This design comes from an exercise in tuning for small area on the open sky130 flow, not from production work. Function was checked by simulation only, so behaviour that the tests miss may differ from the original.

<file path="flow/design.v">
package key_schedule_pkg;
  localparam logic [3:0] NUM_ROUNDS = 4'd10;
endpackage
module ks_xor2  (input logic a, b, output logic y); assign y = a ^ b;     endmodule
module ks_xnor2 (input logic a, b, output logic y); assign y = ~(a ^ b);  endmodule
module ks_nand2 (input logic a, b, output logic y); assign y = ~(a & b);  endmodule
module ks_nor2  (input logic a, b, output logic y); assign y = ~(a | b);  endmodule
module aes_sbox
(
  input  logic [7:0] a,
  output logic [7:0] s
);
  logic U0, U1, U2, U3, U4, U5, U6, U7;
  logic S0, S1, S2, S3, S4, S5, S6, S7;
  logic T1, T2, T3, T4, T5, T6, T7, T8, T9, T10, T11, T12;
  logic T13, T14, T15, T16, T17, T18, T19, T20, T21, T22, T23, T24;
  logic T25, T26, T27, M1, M2, M3, M4, M5, M6, M7, M8, M9;
  logic M10, M11, M12, M13, M14, M15, M16, M17, M18, M19, M20, M21;
  logic M22, M23, M24, M25, M26, M27, M28, M29, M30, M31, M32, M33;
  logic M34, M35, M36, M37, M38, M39, M40, M41, M42, M43, M44, M45;
  logic M46, M47, M48, M49, M50, M51, M52, M53, M54, M55, M56, M57;
  logic M58, M59, M60, M61, M62, M63, L0, L1, L2, L3, L4, L5;
  logic L6, L7, L8, L9, L10, L11, L12, L13, L14, L15, L16, L17;
  logic L18, L19, L20, L21, L22, L23, L24, L25, L26, L27, L28, L29;
  assign {U0, U1, U2, U3, U4, U5, U6, U7} = a;
  assign s = {S0, S1, S2, S3, S4, S5, S6, S7};
  ks_xor2  g1 (.a(U0), .b(U3), .y(T1));
  ks_xor2  g2 (.a(U0), .b(U5), .y(T2));
  ks_xor2  g3 (.a(U0), .b(U6), .y(T3));
  ks_xor2  g4 (.a(U3), .b(U5), .y(T4));
  ks_xor2  g5 (.a(U4), .b(U6), .y(T5));
  ks_xor2  g6 (.a(T1), .b(T5), .y(T6));
  ks_xor2  g7 (.a(U1), .b(U2), .y(T7));
  ks_xor2  g8 (.a(U7), .b(T6), .y(T8));
  ks_xor2  g9 (.a(U7), .b(T7), .y(T9));
  ks_xor2  g10 (.a(T6), .b(T7), .y(T10));
  ks_xor2  g11 (.a(U1), .b(U5), .y(T11));
  ks_xor2  g12 (.a(U2), .b(U5), .y(T12));
  ks_xor2  g13 (.a(T3), .b(T4), .y(T13));
  ks_xor2  g14 (.a(T6), .b(T11), .y(T14));
  ks_xor2  g15 (.a(T5), .b(T11), .y(T15));
  ks_xor2  g16 (.a(T5), .b(T12), .y(T16));
  ks_xor2  g17 (.a(T9), .b(T16), .y(T17));
  ks_xor2  g18 (.a(U3), .b(U7), .y(T18));
  ks_xor2  g19 (.a(T7), .b(T18), .y(T19));
  ks_xor2  g20 (.a(T1), .b(T19), .y(T20));
  ks_xor2  g21 (.a(U6), .b(U7), .y(T21));
  ks_xor2  g22 (.a(T7), .b(T21), .y(T22));
  ks_xor2  g23 (.a(T2), .b(T22), .y(T23));
  ks_xor2  g24 (.a(T2), .b(T10), .y(T24));
  ks_xor2  g25 (.a(T20), .b(T17), .y(T25));
  ks_xor2  g26 (.a(T3), .b(T16), .y(T26));
  ks_xor2  g27 (.a(T1), .b(T12), .y(T27));
  ks_nand2 g28 (.a(T13), .b(T6), .y(M1));
  ks_nand2 g29 (.a(T23), .b(T8), .y(M2));
  ks_xnor2 g30 (.a(T14), .b(M1), .y(M3));
  ks_nand2 g31 (.a(T19), .b(U7), .y(M4));
  ks_xor2  g32 (.a(M4), .b(M1), .y(M5));
  ks_nand2 g33 (.a(T3), .b(T16), .y(M6));
  ks_nand2 g34 (.a(T22), .b(T9), .y(M7));
  ks_xnor2 g35 (.a(T26), .b(M6), .y(M8));
  ks_nand2 g36 (.a(T20), .b(T17), .y(M9));
  ks_xor2  g37 (.a(M9), .b(M6), .y(M10));
  ks_nand2 g38 (.a(T1), .b(T15), .y(M11));
  ks_nand2 g39 (.a(T4), .b(T27), .y(M12));
  ks_xor2  g40 (.a(M12), .b(M11), .y(M13));
  ks_nand2 g41 (.a(T2), .b(T10), .y(M14));
  ks_xor2  g42 (.a(M14), .b(M11), .y(M15));
  ks_xnor2 g43 (.a(M3), .b(M2), .y(M16));
  ks_xor2  g44 (.a(M5), .b(T24), .y(M17));
  ks_xnor2 g45 (.a(M8), .b(M7), .y(M18));
  ks_xor2  g46 (.a(M10), .b(M15), .y(M19));
  ks_xor2  g47 (.a(M16), .b(M13), .y(M20));
  ks_xor2  g48 (.a(M17), .b(M15), .y(M21));
  ks_xor2  g49 (.a(M18), .b(M13), .y(M22));
  ks_xor2  g50 (.a(M19), .b(T25), .y(M23));
  ks_xnor2 g51 (.a(M22), .b(M23), .y(M24));
  ks_nand2 g52 (.a(M22), .b(M20), .y(M25));
  ks_xor2  g53 (.a(M21), .b(M25), .y(M26));
  ks_xnor2 g54 (.a(M20), .b(M21), .y(M27));
  ks_xor2  g55 (.a(M23), .b(M25), .y(M28));
  ks_nor2  g56 (.a(M28), .b(M27), .y(M29));
  ks_nor2  g57 (.a(M26), .b(M24), .y(M30));
  ks_nand2 g58 (.a(M20), .b(M23), .y(M31));
  ks_nor2  g59 (.a(M27), .b(M31), .y(M32));
  ks_xor2  g60 (.a(M27), .b(M25), .y(M33));
  ks_nand2 g61 (.a(M21), .b(M22), .y(M34));
  ks_nor2  g62 (.a(M24), .b(M34), .y(M35));
  ks_xor2  g63 (.a(M24), .b(M25), .y(M36));
  ks_xor2  g64 (.a(M21), .b(M29), .y(M37));
  ks_xor2  g65 (.a(M32), .b(M33), .y(M38));
  ks_xor2  g66 (.a(M23), .b(M30), .y(M39));
  ks_xor2  g67 (.a(M35), .b(M36), .y(M40));
  ks_xor2  g68 (.a(M38), .b(M40), .y(M41));
  ks_xor2  g69 (.a(M37), .b(M39), .y(M42));
  ks_xor2  g70 (.a(M37), .b(M38), .y(M43));
  ks_xor2  g71 (.a(M39), .b(M40), .y(M44));
  ks_xor2  g72 (.a(M42), .b(M41), .y(M45));
  ks_nand2 g73 (.a(M44), .b(T6), .y(M46));
  ks_nand2 g74 (.a(M40), .b(T8), .y(M47));
  ks_nand2 g75 (.a(M39), .b(U7), .y(M48));
  ks_nand2 g76 (.a(M43), .b(T16), .y(M49));
  ks_nand2 g77 (.a(M38), .b(T9), .y(M50));
  ks_nand2 g78 (.a(M37), .b(T17), .y(M51));
  ks_nand2 g79 (.a(M42), .b(T15), .y(M52));
  ks_nand2 g80 (.a(M45), .b(T27), .y(M53));
  ks_nand2 g81 (.a(M41), .b(T10), .y(M54));
  ks_nand2 g82 (.a(M44), .b(T13), .y(M55));
  ks_nand2 g83 (.a(M40), .b(T23), .y(M56));
  ks_nand2 g84 (.a(M39), .b(T19), .y(M57));
  ks_nand2 g85 (.a(M43), .b(T3), .y(M58));
  ks_nand2 g86 (.a(M38), .b(T22), .y(M59));
  ks_nand2 g87 (.a(M37), .b(T20), .y(M60));
  ks_nand2 g88 (.a(M42), .b(T1), .y(M61));
  ks_nand2 g89 (.a(M45), .b(T4), .y(M62));
  ks_nand2 g90 (.a(M41), .b(T2), .y(M63));
  ks_xor2  g91 (.a(M61), .b(M62), .y(L0));
  ks_xor2  g92 (.a(M50), .b(M56), .y(L1));
  ks_xor2  g93 (.a(M46), .b(M48), .y(L2));
  ks_xor2  g94 (.a(M47), .b(M55), .y(L3));
  ks_xor2  g95 (.a(M54), .b(M58), .y(L4));
  ks_xor2  g96 (.a(M49), .b(M61), .y(L5));
  ks_xnor2 g97 (.a(M62), .b(L5), .y(L6));
  ks_xnor2 g98 (.a(M46), .b(L3), .y(L7));
  ks_xor2  g99 (.a(M51), .b(M59), .y(L8));
  ks_xor2  g100 (.a(M52), .b(M53), .y(L9));
  ks_xnor2 g101 (.a(M53), .b(L4), .y(L10));
  ks_xnor2 g102 (.a(M60), .b(L2), .y(L11));
  ks_xor2  g103 (.a(M48), .b(M51), .y(L12));
  ks_xnor2 g104 (.a(M50), .b(L0), .y(L13));
  ks_xor2  g105 (.a(M52), .b(M61), .y(L14));
  ks_xnor2 g106 (.a(M55), .b(L1), .y(L15));
  ks_xnor2 g107 (.a(M56), .b(L0), .y(L16));
  ks_xnor2 g108 (.a(M57), .b(L1), .y(L17));
  ks_xnor2 g109 (.a(M58), .b(L8), .y(L18));
  ks_xnor2 g110 (.a(M63), .b(L4), .y(L19));
  ks_xor2  g111 (.a(L0), .b(L1), .y(L20));
  ks_xor2  g112 (.a(L1), .b(L7), .y(L21));
  ks_xor2  g113 (.a(L3), .b(L12), .y(L22));
  ks_xor2  g114 (.a(L18), .b(L2), .y(L23));
  ks_xor2  g115 (.a(L15), .b(L9), .y(L24));
  ks_xor2  g116 (.a(L6), .b(L10), .y(L25));
  ks_xor2  g117 (.a(L7), .b(L9), .y(L26));
  ks_xor2  g118 (.a(L8), .b(L10), .y(L27));
  ks_xor2  g119 (.a(L11), .b(L14), .y(L28));
  ks_xor2  g120 (.a(L11), .b(L17), .y(L29));
  ks_xor2  g121 (.a(L6), .b(L24), .y(S0));
  ks_xnor2 g122 (.a(L16), .b(L26), .y(S1));
  ks_xnor2 g123 (.a(L19), .b(L28), .y(S2));
  ks_xor2  g124 (.a(L6), .b(L21), .y(S3));
  ks_xor2  g125 (.a(L20), .b(L22), .y(S4));
  ks_xor2  g126 (.a(L25), .b(L29), .y(S5));
  ks_xnor2 g127 (.a(L13), .b(L27), .y(S6));
  ks_xnor2 g128 (.a(L6), .b(L23), .y(S7));
endmodule
module aes_subword
(
  input  logic [31:0] word,
  output logic [31:0] sub_word
);
  aes_sbox u_sb0 (.a(word[7:0]),   .s(sub_word[7:0]));
  aes_sbox u_sb1 (.a(word[15:8]),  .s(sub_word[15:8]));
  aes_sbox u_sb2 (.a(word[23:16]), .s(sub_word[23:16]));
  aes_sbox u_sb3 (.a(word[31:24]), .s(sub_word[31:24]));
endmodule
module key_schedule_expand
(
  input  logic [3:0]   round,      
  input  logic [127:0] key,
  input  logic [31:0]  sub_word,
  output logic [127:0] next_key
);
  logic [7:0]  rc;
  logic [7:0]  k0rc;
  logic [31:0] rot_word;
  logic [31:0] k0;
  always_comb begin
    case (round)
      4'd0:    rc = 8'h01;
      4'd1:    rc = 8'h02;
      4'd2:    rc = 8'h04;
      4'd3:    rc = 8'h08;
      4'd4:    rc = 8'h10;
      4'd5:    rc = 8'h20;
      4'd6:    rc = 8'h40;
      4'd7:    rc = 8'h80;
      4'd8:    rc = 8'h1b;
      4'd9:    rc = 8'h36;
      default: rc = 8'h00;
    endcase
  end
  for (genvar i = 0; i < 8; i++) begin : g_rc
    ks_xor2 u_rc (.a(key[i]), .b(rc[i]), .y(k0rc[i]));
  end
  assign k0 = {key[31:8], k0rc};
  assign rot_word = {sub_word[7:0], sub_word[31:8]};
  for (genvar i = 0; i < 32; i++) begin : g_w
    ks_xor2 u_w0 (.a(rot_word[i]),      .b(k0[i]),        .y(next_key[i]));
    ks_xor2 u_w1 (.a(next_key[i]),      .b(key[32 + i]),  .y(next_key[32 + i]));
    ks_xor2 u_w2 (.a(next_key[32 + i]), .b(key[64 + i]),  .y(next_key[64 + i]));
    ks_xor2 u_w3 (.a(next_key[64 + i]), .b(key[96 + i]),  .y(next_key[96 + i]));
  end
endmodule
module ks_inv    (input logic a, output logic y);           assign y = ~a;             endmodule
module ks_nand3  (input logic a, b, c, output logic y);     assign y = ~(a & b & c);     endmodule
module ks_ao221  (input logic a0, b0, a1, b1, c, output logic y);
  assign y = (a0 & b0) | (a1 & b1) | c;
endmodule
module ks_aoi222 (input logic a0, b0, a1, b1, a2, b2, output logic y);
  assign y = ~((a0 & b0) | (a1 & b1) | (a2 & b2));
endmodule
module key_schedule
(
  input  logic         clk_in,
  input  logic         rst_in,
  input  logic         start_in,
  input  logic [127:0] key_in,
  output logic         busy_out,
  output logic         rk_valid_out,
  input  logic         rk_ready_in,
  output logic [3:0]   rk_round_out,
  output logic [127:0] rk_out,
  output logic         done_out,
  input  logic [3:0]   rd_addr_in,
  output logic [127:0] rd_data_out
);
  logic         busy_q;
  logic         done_q;
  logic [3:0]   round_q;
  logic [127:0] cur_key;
  logic [127:0] key_d_n, key_d;
  logic [3:0]   addr_q;
  logic [31:0]  sub_word;
  logic [127:0] next_key;
  logic         last, ld, adv, hold;
  aes_subword u_subword (
    .word     (cur_key[127:96]),
    .sub_word (sub_word)
  );
  key_schedule_expand u_expand (
    .round    (round_q),
    .key      (cur_key),
    .sub_word (sub_word),
    .next_key (next_key)
  );
  assign last = (round_q == key_schedule_pkg::NUM_ROUNDS);
  assign ld   = !rst_in && !busy_q && start_in;
  assign adv  = !rst_in && busy_q && rk_ready_in && !last;
  assign hold = !rst_in && !ld && !adv;
  always_ff @(posedge clk_in) begin
    if (rst_in) begin
      busy_q  <= 1'b0;
      done_q  <= 1'b0;
      round_q <= 4'd0;
    end else begin
      done_q <= busy_q && rk_ready_in && last;
      if (!busy_q) begin
        if (start_in) begin
          busy_q  <= 1'b1;
          round_q <= 4'd0;
        end
      end else if (rk_ready_in) begin
        if (last) busy_q <= 1'b0;
        else round_q <= round_q + 4'd1;
      end
    end
  end
  for (genvar i = 0; i < 128; i++) begin : g_key
    ks_aoi222 u_sel (.a0(ld), .b0(key_in[i]), .a1(adv), .b1(next_key[i]),
                     .a2(hold), .b2(cur_key[i]), .y(key_d_n[i]));
    ks_inv    u_inv (.a(key_d_n[i]), .y(key_d[i]));
  end
  always_ff @(posedge clk_in) begin
    cur_key <= key_d;
  end
  always_ff @(posedge clk_in) begin
    addr_q <= rst_in ? 4'hf : rd_addr_in;
  end
  logic [127:0] key_buf [0:10];
  logic [10:0]  sel;
  always_ff @(posedge clk_in) begin
    for (int e = 0; e <= 10; e++) begin
      if (busy_q && round_q == 4'(e)) key_buf[e] <= cur_key;
    end
  end
  for (genvar e = 0; e <= 10; e++) begin : g_sel
    assign sel[e] = (addr_q == 4'(e));
  end
  for (genvar i = 0; i < 128; i++) begin : g_rd
    logic [2:0] part_n;
    logic       part;
    ks_aoi222 u_p0 (.a0(sel[0]), .b0(key_buf[0][i]), .a1(sel[1]), .b1(key_buf[1][i]),
                    .a2(sel[2]), .b2(key_buf[2][i]), .y(part_n[0]));
    ks_aoi222 u_p1 (.a0(sel[3]), .b0(key_buf[3][i]), .a1(sel[4]), .b1(key_buf[4][i]),
                    .a2(sel[5]), .b2(key_buf[5][i]), .y(part_n[1]));
    ks_aoi222 u_p2 (.a0(sel[6]), .b0(key_buf[6][i]), .a1(sel[7]), .b1(key_buf[7][i]),
                    .a2(sel[8]), .b2(key_buf[8][i]), .y(part_n[2]));
    ks_nand3  u_or (.a(part_n[0]), .b(part_n[1]), .c(part_n[2]), .y(part));
    ks_ao221  u_p3 (.a0(sel[9]), .b0(key_buf[9][i]), .a1(sel[10]), .b1(key_buf[10][i]),
                    .c(part), .y(rd_data_out[i]));
  end
  assign busy_out     = busy_q;
  assign rk_valid_out = busy_q;
  assign rk_round_out = round_q;
  assign rk_out       = cur_key;
  assign done_out     = done_q;
endmodule
</file>
<file path="flow/run.sh">
#!/bin/bash
# synth_recipe.tcl (not shown) runs the flow's synth.tcl, then flattens the netlist and writes it again
# the make line also repeats each setting of config.mk as NAME=value (left out here)
make -C /OpenROAD-flow-scripts/flow DESIGN_CONFIG=/design/flow/config.mk WORK_HOME=/design/flow/orfs CLKGATE_MAP_FILE= SYNTH_SCRIPT=/design/flow/synth_recipe.tcl finish
</file>
<file path="flow/config.mk">
export PLATFORM = sky130hd
export DESIGN_NAME = key_schedule
export DESIGN_NICKNAME = key_schedule
export VERILOG_FILES = /design/flow/design.v
export SDC_FILE = /design/flow/constraint.sdc
export NUM_CORES = 4
export LEC_CHECK = 0
export CAP_MARGIN = 20
export CORE_MARGIN = 2
export CORE_UTILIZATION = 40
export CTS_BUF_LIST = sky130_fd_sc_hd__clkbuf_8
export CTS_CLUSTER_DIAMETER = 50
export CTS_CLUSTER_SIZE = 20
export SLEW_MARGIN = 20
export SYNTH_HIERARCHICAL = 1
export SYNTH_MINIMUM_KEEP_SIZE = 0
</file>
<file path="flow/constraint.sdc">
create_clock -name core_clock -period 6.5 [get_ports {clk_in}]
set_input_delay 1.3000 -clock core_clock [delete_from_list [all_inputs] [get_ports {clk_in}]]
set_output_delay 1.3000 -clock core_clock [all_outputs]
set_load 0.01 [all_outputs]
</file>
==> flow_summary.ini, run 1 <==
[synthesis]
syn_nets = 3354
synth.avg_cell_area_um2 = 18.15
ys_seq_area_share_pct = 77.21
synth_flop_cell = edfxtp_1
synthArstFlopShare_pct = 0
ys_warn_count = 10
synth_top_area_share_pct = 72.47
synth-edff-count = 1408
netlist_area_mm2 = 0.05834
ys_ff_latch = 1546
yosysTopAreaCell = edfxtp_1
ys_top_cells_by_area = edfxtp_1 (72%), a222oi_1 (8.8%), xor2_1 (6.5%)
synthDistinctLibCells = 37
postSynthCellCount = 3214

[worst_setup_path]
critPathMaxFanout = 5
arrival_ns = 6.93
reg2reg_slack_ns = 0.38
required_ns = 7.31
endpoint = cur_key[100]
r2r-end = cur_key[100]
worst_setup_path_end_kind = register
r2r-start = cur_key[111]
crit_type = register to register
cp_slowest_cell = dfxtp_1
setup.worst_path.start_class = register
crit_top_cell = xor2_1
reg2reg_depth = 25
crit_start = cur_key[111]
max_stage_delay_ns = 0.45

[clock_tree]
cts_root_buf = clkbuf_8
numCtsBuffers = 140
clkSinkCount = 1546
path_clk_slew_ns = 0.10
cts_hold_buf = 0
htreeDepth = 4
clkLatencyLatePin_ns = 0.94
cts_tree = done
clockBufferDepth = 3

[finish]
final_cell_mix = edfxtp_1 (1408), a222oi_1 (512), xor2_1 (413)
final_common_cell = edfxtp_1
stdcell_area_mm2 = 0.06982
area_growth_pct = 19.68
nNetsFinal = 4025
drive_above_1_share_pct = 11.92
stdcell_count = 5922

[global_route]
grt_first_pass_wirelength_mm = 246.1
antenna_found_initial = 7
grt_use_total_pct = 22.99
grt_pass1_vias = 34870
grt_max_degree = 113
grt.overflow.total = 0

[sta]
worst_slack_ns = 0.3761
worstMarginPinSlew_ns = 1.126
slew_violations = 0
fin_crit_ns = 6.124
fmax_ghz = 0.1633
skew_ns = 0.06486
finalCritPeriodShare_pct = 94.21
finalHoldViolCount = 0
relSlewSlack_pct = 24.79
finalSetupTns_ns = 0
setup_viol = 0

[placed_design]
placed_cell_area_mm2 = 0.06623
io_buffers = 398
place_hpwl_mm = 96.23
pre_cts_ws_ns = 0.2649
gp_congestion = 0.8641
dp_cells = 5659

[hold_path]
hold_depth = 0
min_path_type = register to register

[die]
die-area_mm2 = 0.1489
boundaryPins = 399
dieWidth_um = 385.9
core_mm2 = 0.1452
start_util_pct = 40.17
placement_rows = 140
die_h_um = 385.9

[outcome]
status = no timing/DRC/antenna violations

[detailed_routing]
postRouteAntennaNets = 0
post_drt_wl_per_cell_um = 29.51
vias = 35240
dr.pass1.iters = 8
drt-initial-drc-count = 5681
viasPerCell = 5.951
drt_wl_total_mm = 174.7
drc = 0

[flow_run]
maxCapViolations = 0
## through the flow
| step | util, % | hold WS (ns) |
|---|---|---|
| floorplan | - | 0.6194 |
| global placement | 45.61 | 0.4606 |
| detailed placement | 45.61 | 0.4686 |
| CTS | 47.93 | 0.4931 |
| global route | 48.08 | 0.5129 |
| finish | 48.08 | 0.4906 |
## routing by layer
layer / global-route usage (%) / wire, um / vias up
met1: 32.18 / 72690 / 18210
met4: 5.584 / 3382 / 6
met2: 35.84 / 80660 / 1799
met3: 5.969 / 17970 / 191
met5: 0 / 34 / -
li1: - / - / 15030
## worst min path at each step
stage                     start             end  slack (ns)
floorplan            cur_key[0]   key_buf[0][0]        0.62
global placement    cur_key[99]  key_buf[5][99]        0.46
detailed placement  cur_key[99]  key_buf[5][99]        0.47
CTS                 cur_key[99]  key_buf[5][99]        0.49
global route        cur_key[99]  key_buf[5][99]        0.51
finish              cur_key[99]  key_buf[5][99]        0.49
## timing repair
item                                   CTS  global route
setup endpoints to repair                0            27
resized for setup                        0            28
buffers inserted                         0             0
endpoints found under the hold margin    0             0
## worst max-delay path, delay by kind of cell, from the launching register on
kind,cells,cell delay [ns]
flip-flops,1,0.45
AND/OR/NAND/NOR,2,0.23
buffers and inverters,4,0.64
XOR/XNOR,18,4.46
AO/OA/AOI/OAI,1,0.26
## synthesized netlist by cell type, types with 2 or more instances
cell type	n
a21oi_1	3
a221o_1	128
a222oi_1	512
buf_2	2
buf_4	34
dfxtp_1	138
edfxtp_1	1408
ha_1	4
inv_1	132
nand2_1	128
nand2b_1	8
nand3_1	132
nand3b_1	2
nor2_1	32
nor3_1	12
o21ai_0	3
o22ai_1	2
or2_2	4
or3b_1	2
xnor2_1	80
xor2_1	432
## registers in the layout, indices dropped and copies added, names as in the netlist
signal / cells
key_buf: 1408
cur_key: 128
done_q: 1
busy_q: 1
round_q: 4
addr_q: 4
## Yosys stat by module (local to each module, per instance), excerpt
| module | times used | cells inside |
|---|---|---|
| ks_aoi222 | 512 | 1 |
| ks_inv | 128 | 1 |
| key_schedule | 1 | 1621 |
| ks_xor2 | 432 | 1 |
| ks_nand3 | 128 | 1 |
| ks_ao221 | 128 | 1 |
| aes_sbox | 4 | 8 |
| ks_xnor2 | 80 | 1 |
| ks_nand2 | 120 | 1 |
| ks_nor2 | 16 | 1 |
| key_schedule_expand | 1 | 17 |
## cells by family (layout without fill, tap and decap cells)
| kind of cell | count (synthesis) | count (layout) | share of synthesized area [%] |
|---|---|---|---|
| DFF | 1546 | 1546 | 77.21 |
| xor gates and xnor gates | 512 | 512 | 7.687 |
| other | 0 | 2 | 0 |
| AOI/OAI and AO/OA | 652 | 652 | 11.11 |
| adders and majority gates | 4 | 4 | 0.08579 |
| and+or+nand+nor | 331 | 331 | 2.595 |
| buffers and inverters | 169 | 958 | 1.310 |
## cell type report
cell class / count / area, um^2
Sequential cell: 1546 / 45050
Clock inverter: 117 / 1406
Fill cell: 12350 / 75390
Clock buffer: 143 / 1968
Tap cell: 1917 / 2399
Multi-Input combinational cell: 1499 / 12930
Antenna cell: 2 / 5.005
Timing Repair Buffer: 566 / 5565
Inverter: 132 / 500.5
==> run 2, diff against run 1 <==
--- a/flow/design.v
+++ b/flow/design.v
@@ -194,11 +194,14 @@
   end
   assign k0 = {key[31:8], k0rc};
   assign rot_word = {sub_word[7:0], sub_word[31:8]};
+  logic [31:0] k01, k23;
   for (genvar i = 0; i < 32; i++) begin : g_w
-    ks_xor2 u_w0 (.a(rot_word[i]),      .b(k0[i]),        .y(next_key[i]));
-    ks_xor2 u_w1 (.a(next_key[i]),      .b(key[32 + i]),  .y(next_key[32 + i]));
-    ks_xor2 u_w2 (.a(next_key[32 + i]), .b(key[64 + i]),  .y(next_key[64 + i]));
-    ks_xor2 u_w3 (.a(next_key[64 + i]), .b(key[96 + i]),  .y(next_key[96 + i]));
+    ks_xor2 u_k01 (.a(k0[i]),           .b(key[32 + i]),  .y(k01[i]));
+    ks_xor2 u_k23 (.a(key[64 + i]),     .b(key[96 + i]),  .y(k23[i]));
+    ks_xor2 u_w0  (.a(rot_word[i]),     .b(k0[i]),        .y(next_key[i]));
+    ks_xor2 u_w1  (.a(rot_word[i]),     .b(k01[i]),       .y(next_key[32 + i]));
+    ks_xor2 u_w2  (.a(next_key[32 + i]), .b(key[64 + i]), .y(next_key[64 + i]));
+    ks_xor2 u_w3  (.a(next_key[32 + i]), .b(k23[i]),      .y(next_key[96 + i]));
   end
 endmodule
 module ks_inv    (input logic a, output logic y);           assign y = ~a;             endmodule
==> run 2 against run 1 <==
Still clean on timing, DRC and antenna. Critical path depth decreased by 5. Global-route usage is 0.31 points lower. Core utilization down 0.10 points. Flip-flop and latch count is the same. Via count increased by 0.80%.
==> flow_summary.ini, run 2 <==
[clock_tree]
cts_tree = done
clkSinkCount = 1546
clockBufferDepth = 3
cts_hold_buf = 0
cts_root_buf = clkbuf_8
htreeDepth = 4
clkLatencyLatePin_ns = 0.94
path_clk_slew_ns = 0.11
numCtsBuffers = 141

[sta]
skew_ns = 0.06275
fmax_ghz = 0.1640
setup_viol = 0
worst_slack_ns = 0.4032
worstMarginPinSlew_ns = 0.9888
slew_violations = 0
fin_crit_ns = 6.097
finalHoldViolCount = 0
relSlewSlack_pct = 34.08
finalCritPeriodShare_pct = 93.80

[finish]
nNetsFinal = 4058
final_common_cell = edfxtp_1
largestRegisters = key_buf (1408), cur_key (128)
final_cell_mix = edfxtp_1 (1408), a222oi_1 (512), xor2_1 (487)
area_growth_pct = 18.86
fin_util_pct = 47.98
stdcell_count = 5956
largest_reg_flops = 1408
regMostFlops = key_buf
drive_above_1_share_pct = 10.75

[worst_setup_path]
arrival_ns = 6.89
worst_setup_path_end_kind = register
setup.worst_path.start_class = register
crit_type = register to register
critPathMaxFanout = 12
required_ns = 7.29

[die]
placement_rows = 140
die-area_mm2 = 0.1503
boundaryPins = 399
start_util_pct = 40.37
dieWidth_um = 387.7
die_h_um = 387.7
core_mm2 = 0.1459

[synthesis]
synth.avg_cell_area_um2 = 17.97
ys_top_cells_by_area = edfxtp_1 (72%), a222oi_1 (8.7%), xor2_1 (7.4%)
synthArstFlopShare_pct = 0
synthDistinctLibCells = 37
synth_flop_cell = edfxtp_1
yosysTopAreaCell = edfxtp_1
netlist_area_mm2 = 0.05890
synth_top_area_share_pct = 71.78
syn_nets = 3418
ys_ff_latch = 1546
ys_seq_area_share_pct = 76.47
yosysMostFrequentCell = edfxtp_1
postSynthCellCount = 3278
synth_common_cells = edfxtp_1 (1408), a222oi_1 (512), xor2_1 (496), dfxtp_1 (138)
synth-edff-count = 1408
ys_warn_count = 10

[global_route]
grt_pass1_vias = 35060
grt_first_pass_wirelength_mm = 248.7
grt_use_total_pct = 22.68
grt_max_degree = 118
antenna_found_initial = 7
grt.overflow.total = 0

[flow_run]
maxCapViolations = 0

[detailed_routing]
vias = 35520
drt-initial-drc-count = 5215
viasPerCell = 5.964
drt_wl_total_mm = 174.2
dr.pass1.iters = 9
drc = 0
post_drt_wl_per_cell_um = 29.25
postRouteAntennaNets = 0

[outcome]
status = no timing/DRC/antenna violations

[placed_design]
pre_cts_ws_ns = 0.03534
place_hpwl_mm = 96.80
io_buffers = 398
gp_congestion = 0.8149
dp_cells = 5691

[hold_path]
min_path_type = register to register
-- run 2: cell count changes in the layout (fill, tap and decap cells not counted), moves of 3 or more --
cell      previous run  this run
buf_4              143       112
clkbuf_8           143       146
clkinv_2             4         8
clkinv_4             8        12
clkinv_8            16        13
dfxtp_1            133       136
dfxtp_2              5         2
inv_6               29        24
xor2_1             413       487
xor2_2              19         8
-- run 2: Yosys stat by module, one instance, submodules excluded, a selection --
module / area [um^2] / flip-flops and latches / times used / cells inside
key_schedule: 45470 / 1546 / 1 / 1621
ks_aoi222: 10.01 / 0 / 512 / 1
ks_ao221: 10.01 / 0 / 128 / 1
ks_xor2: 8.758 / 0 / 496 / 1
ks_nand3: 5.005 / 0 / 128 / 1
key_schedule_expand: 107.6 / 0 / 1 / 17
ks_xnor2: 8.758 / 0 / 80 / 1
aes_sbox: 60.06 / 0 / 4 / 8
ks_nor2: 3.754 / 0 / 16 / 1
ks_inv: 3.754 / 0 / 128 / 1
ks_nand2: 3.754 / 0 / 120 / 1
-- run 2: final timing paths --
path                                         to  cells past startpoint  slack (ns)         start
worst max-delay path               cur_key[103]                     20        0.40  cur_key[110]
worst min-delay path            key_buf[1][109]                      0        0.55  cur_key[109]
worst max register to register     cur_key[103]                     20        0.40  cur_key[110]
worst min register to register  key_buf[1][109]                      0        0.55  cur_key[109]
-- run 2: worst max-delay path, cell delays in order (launching register included) --
cell and delay, ns:
dfxtp_1 0.54, buf_4 0.33, xor2_1 0.29, xor2_1 0.28, nand2_1 0.14, xor2_1 0.32, xor2_1 0.22, xor2_1 0.40
xnor2_1 0.24, xor2_1 0.22, xor2_1 0.35, xor2_1 0.31, xor2_1 0.23, nand2_1 0.14, xor2_1 0.33, xor2_1 0.23
xor2_1 0.39, xor2_1 0.55, xor2_1 0.13, a222oi_1 0.24, inv_1 0.08
-- run 2: cell type report --
cell class	instances	area (um^2)
fill	12470	75910
sequential	1546	45050
multi-input combinational	1563	13420
timing repair buffer	534	5300
tap	1917	2399
clock buffer	146	2009
clock inverter	115	1331
inverter	132	500.5
antenna	3	7.507
-- run 2: per-stage QoR --
stage | setup TNS (ns) | instance area, um^2 | hold slack [ns]
3_5_place_dp | 0 | 66540 | 0.5196
4_1_cts | 0 | 69880 | 0.5449
3_3_place_gp | 0 | 66500 | 0.5209
6_report | 0 | 70010 | 0.5453
5_1_grt | -0.0009819 | 70010 | 0.5682
2_1_floorplan | -250.00 | 58970 | 0.6194
-- run 2: repair_timing --
| action | 4_1_cts | 5_1_grt |
|---|---|---|
| pin swaps | 0 | 1 |
| resized for setup | 1 | 14 |
| endpoints found under the setup margin | 1 | 40 |
| buffers inserted | 0 | 0 |
-- run 2: cells by family (layout without fill, tap and decap cells) --
group	Yosys count	in the layout	share of synthesized area, %
flip-flops	1546	1546	76.47
AO/OA/AOI/OAI	652	652	11.01
XOR/XNOR	576	576	8.565
AND/OR/NAND/NOR	331	331	2.570
buffers and inverters	169	927	1.298
adder cells (fa/ha/maj)	4	4	0.08497
other	0	3	0
-- run 2: metal layers --
layer	track usage [%]	vias to the layer above	share of wire, %
met4	5.888	8	2.1
li1	-	15180	-
met2	35.50	1758	46
met1	32.29	18360	42
met3	4.667	219	9.2
met5	0	-	0.025
==> run 3, diff against run 2 <==
--- a/flow/design.v
+++ b/flow/design.v
@@ -194,14 +194,11 @@
   end
   assign k0 = {key[31:8], k0rc};
   assign rot_word = {sub_word[7:0], sub_word[31:8]};
-  logic [31:0] k01, k23;
   for (genvar i = 0; i < 32; i++) begin : g_w
-    ks_xor2 u_k01 (.a(k0[i]),           .b(key[32 + i]),  .y(k01[i]));
-    ks_xor2 u_k23 (.a(key[64 + i]),     .b(key[96 + i]),  .y(k23[i]));
-    ks_xor2 u_w0  (.a(rot_word[i]),     .b(k0[i]),        .y(next_key[i]));
-    ks_xor2 u_w1  (.a(rot_word[i]),     .b(k01[i]),       .y(next_key[32 + i]));
-    ks_xor2 u_w2  (.a(next_key[32 + i]), .b(key[64 + i]), .y(next_key[64 + i]));
-    ks_xor2 u_w3  (.a(next_key[32 + i]), .b(k23[i]),      .y(next_key[96 + i]));
+    ks_xor2 u_w0 (.a(rot_word[i]),      .b(k0[i]),        .y(next_key[i]));
+    ks_xor2 u_w1 (.a(next_key[i]),      .b(key[32 + i]),  .y(next_key[32 + i]));
+    ks_xor2 u_w2 (.a(next_key[32 + i]), .b(key[64 + i]),  .y(next_key[64 + i]));
+    ks_xor2 u_w3 (.a(next_key[64 + i]), .b(key[96 + i]),  .y(next_key[96 + i]));
   end
 endmodule
 module ks_inv    (input logic a, output logic y);           assign y = ~a;             endmodule
==> flow/flow/run.sh (new file) <==
#!/bin/bash
# The standard layout (standard.sh), with two changes:
#  - port buffers are sky130_fd_sc_hd__buf_1 (the standard flow picks a larger
#    delay cell); every input and output port still gets its buffer;
#  - CTS uses clkbuf_8 with sink clusters of up to 20 registers and inserts no
#    dummy loads.
# ORFS writes each step's full log under orfs/logs/; make's own output goes to
# flow.log here.
set -uo pipefail
export BUFFER_PORTS_ARGS="-buffer_cell sky130_fd_sc_hd__buf_1"
export CTS_ARGS="-sink_clustering_enable -repair_clock_nets -dont_use_dummy_load -buf_list sky130_fd_sc_hd__clkbuf_8 -sink_clustering_size 20 -sink_clustering_max_diameter 50"
bash standard.sh > flow.log 2>&1
==> flow/standard.sh (new file) <==
#!/bin/bash
# synth_recipe.tcl (not shown) runs the flow's synth.tcl, then flattens the netlist and writes it again
# the make line also repeats each setting of config.mk as NAME=value (left out here)
make -C /OpenROAD-flow-scripts/flow DESIGN_CONFIG=/design/flow/config.mk WORK_HOME=/design/flow/orfs CLKGATE_MAP_FILE= SYNTH_SCRIPT=/design/flow/synth_recipe.tcl "${@:-finish}"
removed: flow/run.sh
==> run 3 against run 2 <==
Still clean on timing, DRC and antenna. Critical endpoint is now cur_key[98]. Maximum frequency down 0.98%. First-iteration DRC count decreased by 0.27%. Highest routed layer is now met4. Synthesized area fell by 0.95%.
==> flow_summary.ini, run 3 <==
[worst_setup_path]
required_ns = 7.22
cp_slowest_cell = dfxtp_2
critPathMaxFanout = 9
crit_top_cell = xor2_1
arrival_ns = 6.88
r2r-start = cur_key[109]
crit_type = register to register
setup.worst_path.start_class = register
worst_setup_path_end_kind = register
crit_start = cur_key[109]
max_stage_delay_ns = 0.47

[die]
boundaryPins = 399
placement_rows = 140
start_util_pct = 40.17
die-area_mm2 = 0.1489
dieWidth_um = 385.9
core_mm2 = 0.1452
die_h_um = 385.9

[placed_design]
io_buffers = 398
placed_cell_area_mm2 = 0.06369
gp_congestion = 0.8461
pre_cts_ws_ns = 0.06118
place_hpwl_mm = 90.90

[clock_tree]
cts_tree = done
clkLatencyLatePin_ns = 0.91
cts_hold_buf = 0
clkSinkCount = 1546
path_clk_slew_ns = 0.10
htreeDepth = 4
cts_root_buf = clkbuf_8
numCtsBuffers = 141
clockBufferDepth = 3
post_cts_buffers = 0

[synthesis]
yosysTopAreaCell = edfxtp_1
synthDistinctLibCells = 37
ys_warn_count = 10
ys_seq_area_share_pct = 77.21
synthArstFlopShare_pct = 0
synth_top_area_share_pct = 72.47
synth_flop_cell = edfxtp_1
ys_top_cells_by_area = edfxtp_1 (72%), a222oi_1 (8.8%), xor2_1 (6.5%)
syn_nets = 3354
synth.avg_cell_area_um2 = 18.15
ys_ff_latch = 1546
yosysMostFrequentCell = edfxtp_1
synth-edff-count = 1408
netlist_area_mm2 = 0.05834
postSynthCellCount = 3214
synth_common_cells = edfxtp_1 (1408), a222oi_1 (512), xor2_1 (432), dfxtp_1 (138)

[global_route]
grtUsageMet1_pct = 31.52
grt.overflow.total = 0
grt_max_degree = 129
grt_first_pass_wirelength_mm = 236.6
use_met2_pct = 34.04
grtUsageMet3_pct = 5.147
antenna_found_initial = 6
grt_use_total_pct = 22.11
grt.busiest_layer = met2
grt_pass1_vias = 33690

[sta]
worst_slack_ns = 0.3431
finalHoldViolCount = 0
setup_viol = 0
fmax_ghz = 0.1624
slew_violations = 0
finalCritPeriodShare_pct = 94.72
worstMarginPinSlew_ns = 1.050
rsz0062_at_grt = yes
relSlewSlack_pct = 30.00
hold_slack_ns = 0.5659
skew_ns = 0.1135
fin_crit_ns = 6.157

[finish]
final_cell_mix = edfxtp_1 (1408), a222oi_1 (512), xor2_1 (406)
fillers = 12730
area_growth_pct = 12.95
nNetsFinal = 4032
regMostFlops = key_buf
stdcell_area_mm2 = 0.06589
drive_above_1_share_pct = 9.871
final_common_cell = edfxtp_1
largestRegisters = key_buf (1408), cur_key (128)
largest_reg_flops = 1408

[detailed_routing]
dr.pass1.iters = 9
drt_wl_total_mm = 168.5
post_drt_wl_per_cell_um = 29.00
viasPerCell = 5.983
vias = 34770
drc = 0
drt-initial-drc-count = 5201
postRouteAntennaNets = 0

[hold_path]
min_from = cur_key[123]
min_path_type = register to register

[outcome]
status = no timing/DRC/antenna violations

[flow_run]
maxCapViolations = 0
-- run 3: cell types whose count changed after synthesis, sizes merged --
cell  change
xor2     -64
-- run 3: modules after synthesis (local to each module, per instance), a selection --
module	cells	flops+latches	cell area, um^2
aes_sbox	8	0	60.06
key_schedule	1621	1546	45470
key_schedule_expand	17	0	107.6
ks_ao221	1	0	10.01
ks_aoi222	1	0	10.01
ks_inv	1	0	3.754
ks_nand2	1	0	3.754
ks_nand3	1	0	5.005
ks_nor2	1	0	3.754
ks_xnor2	1	0	8.758
ks_xor2	1	0	8.758
-- run 3: layer usage --
layer / wire length [um] / part of all wire [%]
met3: 16900 / 10
met4: 3709 / 2.2
met5: 0 / 0
met2: 76720 / 46
met1: 71180 / 42
-- run 3: worst paths after layout --
kind | slack, ns | endpoint | cells past startpoint
max | 0.34 | cur_key[98] | 25
min | 0.57 | key_buf[2][123] | 0
max reg2reg | 0.34 | cur_key[98] | 25
min reg2reg | 0.57 | key_buf[2][123] | 0
-- run 3: cell type report --
type                       instances  area (um^2)  share of cell area (%)
sequential                      1546        45050                   68.37
multi-input combinational       1499        12960                   19.67
timing repair buffer             572         3028                   4.595
tap                             1917         2399                   3.640
clock buffer                     141         1941                   2.945
inverter                         132        500.5                  0.7595
antenna                            4        10.01                 0.01519
-- run 3: timing repair --
action	CTS	global route
endpoints found under the setup margin	1	20
resized for setup	1	37
pin swaps	0	7
-- run 3: cell families after synthesis --
| family | synth area share (%) |
|---|---|
| adders and majority gates | 0.08579 |
| DFF | 77.21 |
| xor gates and xnor gates | 7.687 |
| AOI/OAI and AO/OA | 11.11 |
| buffers and inverters | 1.310 |
| and+or+nand+nor | 2.595 |
-- run 3: worst max-delay path: cells and delay by family, from the launching register on --
kind	cells	cell delay [ns]
compound gates	1	0.46
xor+xnor	18	4.08
buf+inv	4	0.73
flops	1	0.47
simple gates	2	0.25
-- run 3: metrics by stage --
| stage | util, % | TNS, ns | std cells |
|---|---|---|---|
| after detailed placement | 43.86 | 0 | 5665 |
| after floorplan | - | -250.00 | 3214 |
| after CTS | 45.20 | 0 | 5806 |
| after global placement | 43.86 | 0 | 5665 |
| after global routing | 45.38 | -0.05941 | 5810 |
| final | 45.38 | 0 | 5811 |
==> run 4, diff against run 3 <==
==> flow/flow/run.sh (replaced) <==
#!/bin/bash
# The standard layout (standard.sh), with two changes:
#  - port buffers are sky130_fd_sc_hd__buf_1 (the standard flow picks a larger
#    delay cell); every input and output port still gets its buffer;
#  - CTS uses clkbuf_16 with sink clusters of up to 28 registers and inserts no
#    dummy loads.
# ORFS writes each step's full log under orfs/logs/; make's own output goes to
# flow.log here.
set -uo pipefail
export BUFFER_PORTS_ARGS="-buffer_cell sky130_fd_sc_hd__buf_1"
export CTS_ARGS="-sink_clustering_enable -repair_clock_nets -dont_use_dummy_load -buf_list sky130_fd_sc_hd__clkbuf_16 -sink_clustering_size 28 -sink_clustering_max_diameter 70"
bash standard.sh > flow.log 2>&1
--- a/flow/config.mk
+++ b/flow/config.mk
@@ -7,10 +7,7 @@
 export LEC_CHECK = 0
 export CAP_MARGIN = 20
 export CORE_MARGIN = 2
-export CORE_UTILIZATION = 40
-export CTS_BUF_LIST = sky130_fd_sc_hd__clkbuf_8
-export CTS_CLUSTER_DIAMETER = 50
-export CTS_CLUSTER_SIZE = 20
+export CORE_UTILIZATION = 60
 export SLEW_MARGIN = 20
 export SYNTH_HIERARCHICAL = 1
 export SYNTH_MINIMUM_KEEP_SIZE = 0
==> run 4 against run 3 <==
Routed wire length decreased by 2.7%. Clock skew decreased by 0.060 ns. Register-to-register slack about the same. Final area decreased by 1.7%. Still clean. Core utilization increased by 22 points. Die area decreased by 33%. Non-clock buffer count decreased by 47.
==> flow_summary.ini, run 4 <==
[finish]
nNetsFinal = 3921
final_common_cell = edfxtp_1
area_growth_pct = 11.08
drive_above_1_share_pct = 7.118
stdcell_area_mm2 = 0.06480
largestRegisters = key_buf (1408), cur_key (128)
largest_reg_flops = 1408
final_cell_mix = edfxtp_1 (1408), a222oi_1 (512), xor2_1 (410)
stdcell_count = 5060
regMostFlops = key_buf

[worst_setup_path]
crit_start = cur_key[123]
r2r-end = cur_key[112]
reg2reg_slack_ns = 0.34
r2r-start = cur_key[123]
critPathMaxFanout = 15
crit_type = register to register
worst_setup_path_end_kind = register
endpoint = cur_key[112]
setup.worst_path.start_class = register
reg2reg_depth = 23
arrival_ns = 6.65
required_ns = 6.98

[global_route]
grt.overflow.total = 0
grt_first_pass_wirelength_mm = 234.2
grt_max_degree = 129
antenna_found_initial = 8
grt_use_total_pct = 32.45
grt_pass1_vias = 35200

[die]
core_mm2 = 0.09657
placement_rows = 114
start_util_pct = 60.41
die-area_mm2 = 0.09974
die_h_um = 315.8
boundaryPins = 399
dieWidth_um = 315.8

[sta]
rsz0062_at_grt = yes
worst_slack_ns = 0.3370
finalHoldViolCount = 0
worstMarginPinSlew_ns = 1.079
fin_crit_ns = 6.163
skew_ns = 0.05317
slew_violations = 0
fmax_ghz = 0.1623
relSlewSlack_pct = 28.09
setup_viol = 0
finalCritPeriodShare_pct = 94.82

[synthesis]
synth-compound-area-share_pct = 11.11
synthMuxAreaShare_pct = 0
ys_seq_area_share_pct = 77.21
synth-simple-area-share_pct = 2.595
synthDistinctLibCells = 37
synthArstFlopShare_pct = 0
synth_flop_cell = edfxtp_1
synth.avg_cell_area_um2 = 18.15
synth_common_cells = edfxtp_1 (1408), a222oi_1 (512), xor2_1 (432), dfxtp_1 (138)
yosysTopAreaCell = edfxtp_1
synth_top_area_share_pct = 72.47
postSynthCellCount = 3214
synth_xor_xnor_area_share_pct = 7.687
netlist_area_mm2 = 0.05834
syn_nets = 3354
synth-edff-count = 1408
yosysMostFrequentCell = edfxtp_1
synthAdderAreaFrac_pct = 0.08579
synth_top_family_by_area = compound AO/OA/AOI/OAI gates
ys_ff_latch = 1546
ys_warn_count = 10
ys_top_cells_by_area = edfxtp_1 (72%), a222oi_1 (8.8%), xor2_1 (6.5%)

[clock_tree]
numCtsBuffers = 77
clkSinkCount = 1546
post_cts_buffers = 0
htreeDepth = 3
cts_root_buf = clkbuf_16
clockBufferDepth = 3
cts_tree = done
path_clk_slew_ns = 0.10
clkLatencyLatePin_ns = 0.68

[hold_path]
min_path_type = register to register

[placed_design]
pre_cts_ws_ns = 0.1051
dp_cells = 4978
place_hpwl_mm = 88.36
io_buffers = 398
gp_congestion = 0.8492
placed_cell_area_mm2 = 0.06265

[detailed_routing]
drt-initial-drc-count = 6091
vias = 35110
post_drt_wl_per_cell_um = 32.42
postRouteAntennaNets = 0
drt_wl_total_mm = 164.0
viasPerCell = 6.938
drc = 0
dr.pass1.iters = 9

[outcome]
status = no timing/DRC/antenna violations

[flow_run]
maxCapViolations = 0
[run 4: cell counts after synthesis]
Identical to the previous run, type by type.
[run 4: Yosys stat by module, one instance, submodules excluded, excerpt]
module / times used / area (um^2)
aes_sbox: 4 / 60.06
ks_nand3: 128 / 5.005
ks_aoi222: 512 / 10.01
ks_ao221: 128 / 10.01
ks_nand2: 120 / 3.754
ks_xnor2: 80 / 8.758
key_schedule: 1 / 45470
ks_xor2: 432 / 8.758
key_schedule_expand: 1 / 107.6
ks_nor2: 16 / 3.754
ks_inv: 128 / 3.754
[run 4: worst min-delay path by stage]
| stage | depth (start not counted) | from | endpoint | slack [ns] |
|---|---|---|---|---|
| final | 0 | cur_key[117] | key_buf[8][117] | 0.58 |
| after global routing | 0 | cur_key[117] | key_buf[4][117] | 0.59 |
| after CTS | 0 | cur_key[115] | key_buf[1][115] | 0.59 |
| after detailed placement | 0 | cur_key[115] | key_buf[7][115] | 0.57 |
| after global placement | 0 | cur_key[115] | key_buf[2][115] | 0.56 |
| after floorplan | 0 | cur_key[0] | key_buf[0][0] | 0.62 |
[run 4: critical path, stage by stage (launching register included)]
cell,delay (ns)
dfxtp_2,0.50
xor2_2,0.31
xor2_1,0.32
buf_4,0.18
xor2_1,0.18
nand2_1,0.09
xnor2_1,0.23
xor2_1,0.28
nand2_1,0.22
xor2_1,0.22
nor2_1,0.23
xor2_2,0.30
xor2_1,0.29
nand2_1,0.20
xor2_1,0.21
xnor2_1,0.28
buf_4,0.20
xnor2_2,0.17
xor2_1,0.30
xor2_1,0.30
xor2_1,0.38
xor2_1,0.11
a222oi_1,0.28
inv_1,0.18
[run 4: cell families (layout without fill, tap and decap cells)]
kind of cell,Yosys count,after routing
AND/OR/NAND/NOR,331,331
buffers and inverters,169,734
other,0,5
adder cells (fa/ha/maj),4,4
AO/OA/AOI/OAI,652,652
XOR/XNOR,512,512
flip-flops,1546,1546
[run 4: timing repair]
| action | CTS | global route |
|---|---|---|
| hold buffers | 0 | 0 |
| resized for setup | 0 | 32 |
| setup endpoints to repair | 0 | 27 |
[run 4: routing by layer]
metal	part of all wire [%]	vias to the layer above	global-route usage (%)
li1	-	14700	-
met5	0.016	-	0
met3	11	247	5.818
met4	2.7	4	9.877
met1	37	17940	43.91
met2	49	2211	54.29
[run 4: area by class of cell]
type | count | area (um^2)
multi-input cells | 1499 | 12960
flip-flops and latches | 1546 | 45050
repair buffers | 525 | 2760
well taps | 1276 | 1597
clock buffers | 77 | 1927
diodes | 5 | 12.51
fillers | 6618 | 31760
inverters | 132 | 500.5
[run 4: through the flow]
| stage | setup TNS, ns | hold WS, ns | util, % |
|---|---|---|---|
| after floorplan | -250.00 | 0.6194 | - |
| after global placement | 0 | 0.5611 | 64.88 |
| after detailed placement | 0 | 0.5738 | 64.88 |
| after CTS | 0 | 0.5877 | 66.88 |
| after global routing | -0.07386 | 0.5916 | 67.10 |
| final | 0 | 0.5795 | 67.11 |
==> run 5, diff against run 4 <==
--- a/flow/config.mk
+++ b/flow/config.mk
@@ -7,7 +7,7 @@
 export LEC_CHECK = 0
 export CAP_MARGIN = 20
 export CORE_MARGIN = 2
-export CORE_UTILIZATION = 60
+export CORE_UTILIZATION = 40
 export SLEW_MARGIN = 20
 export SYNTH_HIERARCHICAL = 1
 export SYNTH_MINIMUM_KEEP_SIZE = 0
==> run 5 against run 4 <==
Register-to-register slack better by 0.09 ns. Core utilization shrank 21 points. Critical path type unchanged. Maximum frequency up 1.5%. Highest routed layer is now met4. Via count is 1.1% lower.
==> flow_summary.ini, run 5 <==
[clock_tree]
cts_root_buf = clkbuf_16
clkSinkCount = 1546
htreeDepth = 3
numCtsBuffers = 104
cts_tree = done
path_clk_slew_ns = 0.10
post_cts_buffers = 0
clkLatencyLatePin_ns = 0.76
clockBufferDepth = 3
cts_hold_buf = 0

[global_route]
use_met2_pct = 34.27
grt.overflow.total = 0
grtUsageMet3_pct = 4.827
grt.busiest_layer = met2
grt_max_degree = 129
grt_first_pass_wirelength_mm = 236.4
grt_use_total_pct = 22.04
antenna_found_initial = 4
grt_pass1_vias = 33500
grtUsageMet1_pct = 31.52

[placed_design]
gp_congestion = 0.8461
place_hpwl_mm = 90.90
io_buffers = 398
placed_cell_area_mm2 = 0.06369

[synthesis]
syn_nets = 3354
netlist_area_mm2 = 0.05834
synth_common_cells = edfxtp_1 (1408), a222oi_1 (512), xor2_1 (432), dfxtp_1 (138)
ys_top_cells_by_area = edfxtp_1 (72%), a222oi_1 (8.8%), xor2_1 (6.5%)
synth_top_area_share_pct = 72.47
synthArstFlopShare_pct = 0
synth_flop_cell = edfxtp_1
ys_seq_area_share_pct = 77.21
synthDistinctLibCells = 37
yosysMostFrequentCell = edfxtp_1
synth.avg_cell_area_um2 = 18.15
synth-edff-count = 1408
yosysTopAreaCell = edfxtp_1
ys_warn_count = 10
ys_ff_latch = 1546
postSynthCellCount = 3214

[detailed_routing]
postRouteAntennaNets = 0
dr.pass1.iters = 9
drt-initial-drc-count = 5044
post_drt_wl_per_cell_um = 29.21
vias = 34710
drt_wl_total_mm = 168.6
viasPerCell = 6.014
drc = 0

[worst_setup_path]
crit_type = register to register
arrival_ns = 6.62
critPathMaxFanout = 4
worst_setup_path_end_kind = register
required_ns = 7.05
setup.worst_path.start_class = register
r2r-start = cur_key[100]
reg2reg_slack_ns = 0.43
reg2reg_depth = 22
r2r-end = cur_key[123]

[hold_path]
min_path_type = register to register
min_from = cur_key[125]
hold_end = key_buf[6][125]
hold_depth = 0

[sta]
fmax_ghz = 0.1647
hold_slack_ns = 0.5747
rsz0062_at_grt = yes
setup_viol = 0
fin_crit_ns = 6.071
relSlewSlack_pct = 29.78
worstMarginPinSlew_ns = 1.053
skew_ns = 0.1007
finalHoldViolCount = 0
finalCritPeriodShare_pct = 93.40
slew_violations = 0

[finish]
final_cell_mix = edfxtp_1 (1408), a222oi_1 (512), xor2_1 (401)
fillers = 12610
final_common_cell = edfxtp_1
nNetsFinal = 3995
area_growth_pct = 14.15
stdcell_area_mm2 = 0.06660
regMostFlops = key_buf
largestRegisters = key_buf (1408), cur_key (128)
largest_reg_flops = 1408
drive_above_1_share_pct = 9.162

[die]
start_util_pct = 40.17
die-area_mm2 = 0.1489
core_mm2 = 0.1452
die_h_um = 385.9
boundaryPins = 399
placement_rows = 140
dieWidth_um = 385.9

[outcome]
status = no timing/DRC/antenna violations

[flow_run]
maxCapViolations = 0
[run 5: cell types whose count changed in the layout (fill, tap and decap cells not counted), sizes merged]
cell | before | now
diode | 5 | 2
clkbuf | 77 | 104
buf | 525 | 572
[run 5: metrics by stage]
stage / instances / setup TNS, ns / setup slack [ns] / utilization, %
detailed placement: 5665 / 0 / 0.06118 / 43.86
floorplan: 3214 / -250.00 / -0.3538 / -
CTS: 5769 / 0 / 0.1145 / 45.65
global route: 5770 / -0.07523 / -0.04162 / 45.86
global placement: 5665 / 0 / 0.1346 / 43.86
finish: 5772 / 0 / 0.4291 / 45.86
[run 5: worst max path at each step]
stage / startpoint / depth (start not counted) / endpoint / slack [ns]
after global routing: cur_key[105] / 25 / cur_key[98] / -0.04
after detailed placement: cur_key[109] / 25 / cur_key[98] / 0.06
final: cur_key[100] / 22 / cur_key[123] / 0.43
after floorplan: round_q[1] / 4 / done_q / -0.35
after global placement: cur_key[109] / 25 / cur_key[98] / 0.13
after CTS: cur_key[109] / 25 / cur_key[98] / 0.11
[run 5: cell type report]
cell class,instances,area (um^2),area share [%]
repair buffers,572,3028,4.547
inverters,132,500.5,0.7515
flip-flops and latches,1546,45050,67.65
diodes,2,5.005,0.007515
well taps,1917,2399,3.602
multi-input cells,1499,13010,19.53
clock buffers,104,2603,3.908
[run 5: kinds of logic after synthesis]
family,count (synthesis),share of synthesized area [%]
flip-flops,1546,77.21
AO/OA/AOI/OAI,652,11.11
XOR/XNOR,512,7.687
AND/OR/NAND/NOR,331,2.595
buffers and inverters,169,1.310
adder cells (fa/ha/maj),4,0.08579
[run 5: metal layers]
| metal | vias up | part of all wire, % | routed length (um) |
|---|---|---|---|
| li1 | 14850 | - | - |
| met1 | 17850 | 42 | 71290 |
| met2 | 1810 | 46 | 76730 |
| met3 | 208 | 9.8 | 16560 |
| met4 | 0 | 2.4 | 4032 |
| met5 | - | 0 | 0 |
[run 5: modules after synthesis (local to each module, per instance), excerpt]
| module | cells inside | area [um^2] | flip-flops and latches | times used |
|---|---|---|---|---|
| aes_sbox | 8 | 60.06 | 0 | 4 |
| ks_nor2 | 1 | 3.754 | 0 | 16 |
| key_schedule | 1621 | 45470 | 1546 | 1 |
| ks_nand2 | 1 | 3.754 | 0 | 120 |
| key_schedule_expand | 17 | 107.6 | 0 | 1 |
| ks_ao221 | 1 | 10.01 | 0 | 128 |
| ks_xor2 | 1 | 8.758 | 0 | 432 |
| ks_inv | 1 | 3.754 | 0 | 128 |
| ks_nand3 | 1 | 5.005 | 0 | 128 |
| ks_aoi222 | 1 | 10.01 | 0 | 512 |
| ks_xnor2 | 1 | 8.758 | 0 | 80 |
[run 5: worst max-delay path: stages, from the launching register on]
cell,delay [ns]
dfxtp_1,0.43
xor2_1,0.24
xor2_1,0.26
xor2_1,0.31
nand2_1,0.11
xor2_1,0.31
xor2_1,0.22
xor2_1,0.25
xnor2_1,0.23
xor2_1,0.29
xor2_2,0.29
xor2_1,0.29
xor2_1,0.22
nand2_1,0.16
xor2_2,0.28
xor2_1,0.26
xor2_2,0.34
xor2_2,0.31
xor2_1,0.36
xor2_1,0.25
xor2_1,0.09
a222oi_1,0.24
inv_1,0.14
[run 5: timing repair]
action / CTS / global route
endpoints found under the setup margin: 1 / 21
pin swaps: 0 / 9
resized for setup: 1 / 43
==> run 6, diff against run 5 <==
==> flow/config.mk (replaced) <==
export PLATFORM = sky130hd
export DESIGN_NAME = key_schedule
export DESIGN_NICKNAME = key_schedule
export VERILOG_FILES = /design/flow/design.v
export SDC_FILE = /design/flow/constraint.sdc
export NUM_CORES = 4
export LEC_CHECK = 0
export CAP_MARGIN = 5
export CORE_MARGIN = 2
export CORE_UTILIZATION = 65
export SLEW_MARGIN = 5
export SYNTH_HIERARCHICAL = 1
export SYNTH_MINIMUM_KEEP_SIZE = 0
==> run 6 against run 5 <==
Still clean on timing, DRC and antenna. Sequential share of layout area rose by 2.2 points. Cell count fell by 14%. Worst hold slack got worse by 0.0094 ns. Die area fell by 38%. Synthesized area did not move. Core utilization rose by 27 points. First-iteration DRC count rose by 34%. Clock skew fell by 0.023 ns. Largest cell class unchanged.
==> flow_summary.ini, run 6 <==
[placed_design]
place_hpwl_mm = 86.58
dp_cells = 4859
io_buffers = 398
pre_cts_ws_ns = 0.05276
gp_congestion = 0.8944

[flow_run]
maxCapViolations = 0

[die]
boundaryPins = 399
core_mm2 = 0.08865
die-area_mm2 = 0.09217
die_h_um = 303.6
dieWidth_um = 303.6
start_util_pct = 65.81
placement_rows = 109

[global_route]
grt_max_degree = 99
grt.overflow.total = 0
grt_first_pass_wirelength_mm = 230.6
grt_use_total_pct = 34.53
grt_pass1_vias = 35120
antenna_found_initial = 5

[synthesis]
ys_ff_latch = 1546
synth-compound-area-share_pct = 11.11
yosysTopAreaCell = edfxtp_1
synth_top_family_by_area = compound AO/OA/AOI/OAI gates
synth_top_area_share_pct = 72.47
synth-edff-count = 1408
synthArstFlopShare_pct = 0
synthMuxAreaShare_pct = 0
ys_top_cells_by_area = edfxtp_1 (72%), a222oi_1 (8.8%), xor2_1 (6.5%)
synth_xor_xnor_area_share_pct = 7.687
synthAdderAreaFrac_pct = 0.08579
ys_seq_area_share_pct = 77.21
synth_common_cells = edfxtp_1 (1408), a222oi_1 (512), xor2_1 (432), dfxtp_1 (138)
synth.avg_cell_area_um2 = 18.15
postSynthCellCount = 3214
synthDistinctLibCells = 37
netlist_area_mm2 = 0.05834
synth-simple-area-share_pct = 2.595
syn_nets = 3354
synth_flop_cell = edfxtp_1
yosysMostFrequentCell = edfxtp_1
ys_warn_count = 10

[worst_setup_path]
worst_setup_path_end_kind = register
required_ns = 7.01
setup.worst_path.start_class = register
reg2reg_depth = 23
crit_start = cur_key[107]
crit_top_cell = xor2_1
r2r-start = cur_key[107]
max_stage_delay_ns = 0.53
r2r-end = cur_key[98]
cp_cell_sequence = xor2_2 -> xor2_1 -> xor2_1 -> nand2_1 -> xor2_2 -> xor2_1 -> xor2_2 -> xnor2_1 -> xor2_1 -> xor2_1 -> xor2_1 -> xor2_1 -> nand2_1 -> xnor2_1 -> buf_4 -> xor2_1 -> xor2_1 -> xor2_1 -> xor2_1 -> xor2_2 -> xor2_1 -> a222oi_1 -> inv_1
cp_slowest_cell = dfxtp_2
endpoint = cur_key[98]
arrival_ns = 6.76
critPathMaxFanout = 15
crit_type = register to register
reg2reg_slack_ns = 0.25

[finish]
largest_reg_flops = 1408
regMostFlops = key_buf
largestRegisters = key_buf (1408), cur_key (128)
drive_above_1_share_pct = 6.845
final_common_cell = edfxtp_1
area_growth_pct = 10.52
stdcell_count = 4937
final_cell_mix = edfxtp_1 (1408), a222oi_1 (512), xor2_1 (408)
nNetsFinal = 3911
fillers = 5476

[sta]
slew_violations = 0
finalCritPeriodShare_pct = 96.08
rsz0062_at_grt = yes
worst_slack_ns = 0.2547
setup_viol = 0
worstMarginPinSlew_ns = 1.129
finalHoldViolCount = 0
relSlewSlack_pct = 24.59
fin_crit_ns = 6.245
skew_ns = 0.07791
fmax_ghz = 0.1601

[hold_path]
min_path_type = register to register
min_from = cur_key[99]
hold_depth = 0

[detailed_routing]
postRouteAntennaNets = 0
post_drt_wl_per_cell_um = 32.65
drt-initial-drc-count = 6763
viasPerCell = 7.226
dr.pass1.iters = 10
vias = 35680
drt_wl_total_mm = 161.2
drc = 0

[clock_tree]
clkLatencyLatePin_ns = 0.66
cts_root_buf = clkbuf_16
numCtsBuffers = 72
clkSinkCount = 1546
cts_hold_buf = 0
cts_tree = done
htreeDepth = 3
clockBufferDepth = 3
path_clk_slew_ns = 0.11

[outcome]
status = no timing/DRC/antenna violations
==> run 6: cell counts after synthesis <==
No cell type changed its count.
==> run 6: worst min-delay path by stage <==
stage | endpoint | slack, ns
6_report | key_buf[6][99] | 0.57
5_1_grt | key_buf[6][99] | 0.57
4_1_cts | key_buf[6][99] | 0.62
3_5_place_dp | key_buf[6][99] | 0.60
3_3_place_gp | key_buf[8][99] | 0.59
2_1_floorplan | key_buf[0][0] | 0.62
==> run 6: per-layer routing <==
metal	global-route usage [%]	wire length (um)
met5	0	27
met1	49.04	58270
met3	5.690	20150
met2	55.37	77120
met4	11.54	5649
==> run 6: critical path: cells and delay by family (launching register included) <==
kind	cells	cell delay, ns
AND/OR/NAND/NOR	2	0.28
AO/OA/AOI/OAI	1	0.25
buffers and inverters	2	0.25
flip-flops	1	0.53
XOR/XNOR	18	4.82
==> run 6: area by class of cell <==
| cell class | instances | area [um^2] | area share [%] |
|---|---|---|---|
| Antenna cell | 3 | 7.507 | 0.01164 |
| Clock buffer | 72 | 1802 | 2.794 |
| Inverter | 132 | 500.5 | 0.7762 |
| Multi-Input combinational cell | 1499 | 12950 | 20.08 |
| Sequential cell | 1546 | 45050 | 69.87 |
| Tap cell | 1165 | 1458 | 2.261 |
| Timing Repair Buffer | 520 | 2710 | 4.203 |
==> run 6: Yosys stat by module (local to each module, per instance), a selection <==
module / area [um^2] / times used
key_schedule: 45470 / 1
ks_xor2: 8.758 / 432
ks_nand3: 5.005 / 128
ks_inv: 3.754 / 128
ks_nand2: 3.754 / 120
ks_nor2: 3.754 / 16
==> run 6: repair_timing <==
| item | CTS | global route |
|---|---|---|
| setup endpoints to repair | 0 | 44 |
| gates resized for setup | 0 | 31 |
| setup buffers | 0 | 3 |
==> run 6: kinds of logic (layout without fill, tap and decap cells) <==
logic type | Yosys count | after routing
adder cells (fa/ha/maj) | 4 | 4
flip-flops | 1546 | 1546
AO/OA/AOI/OAI | 652 | 652
AND/OR/NAND/NOR | 331 | 331
XOR/XNOR | 512 | 512
buffers and inverters | 169 | 724
other | 0 | 3
==> run 6: through the flow <==
step           utilization (%)  TNS, ns  hold WS (ns)  cell area (um^2)
6_report                 72.73        0        0.5653             64480
5_1_grt                  72.73  -0.1277        0.5732             64480
4_1_cts                  72.47        0        0.6175             64240
3_5_place_dp             70.44        0        0.6019             62440
3_3_place_gp             70.44        0        0.5866             62440
2_1_floorplan                -  -250.00        0.6194             58410

==> separate check: timing with driven ports <==
The flow's constraints put no driver on any port. The routed layouts listed below were extracted and timed again, unchanged, in two steps.
Step 1 sets driving cells, clkbuf_16 on the clock port and buf_2 on the other inputs (assumed; they add their load-dependent delay and slew).
Step 2, shift: input delay + t, output delay - t, t = (earliest + latest rising clock arrival at the registers) / 2. This alone moves slack from input paths to output paths.
Three values: ideal ports, drivers, drivers and shift; two values: the first two.
run | t (ns) | setup slack, ns | worst setup path after step 2 | clock arrival spread, ns | pins driven straight from the clock port
run 1 | 0.986 | 0.376 / 0.376 / 0.376 | register to register | 0.072 / 0.072 | 1
run 2 | 0.977 | 0.403 / 0.403 / 0.403 | register to register | 0.068 / 0.068 | 1
run 3 | 0.913 | 0.343 / 0.343 / 0.343 | register to register | 0.150 / 0.150 | 1
run 4 | 0.725 | 0.337 / 0.337 / 0.337 | register to register | 0.058 / 0.058 | 1
run 5 | 0.784 | 0.429 / 0.429 / 0.429 | register to register | 0.101 / 0.101 | 1
run 6 | 0.699 | 0.255 / 0.255 / 0.255 | register to register | 0.081 / 0.081 | 1
After both steps every run listed still meets setup and hold.
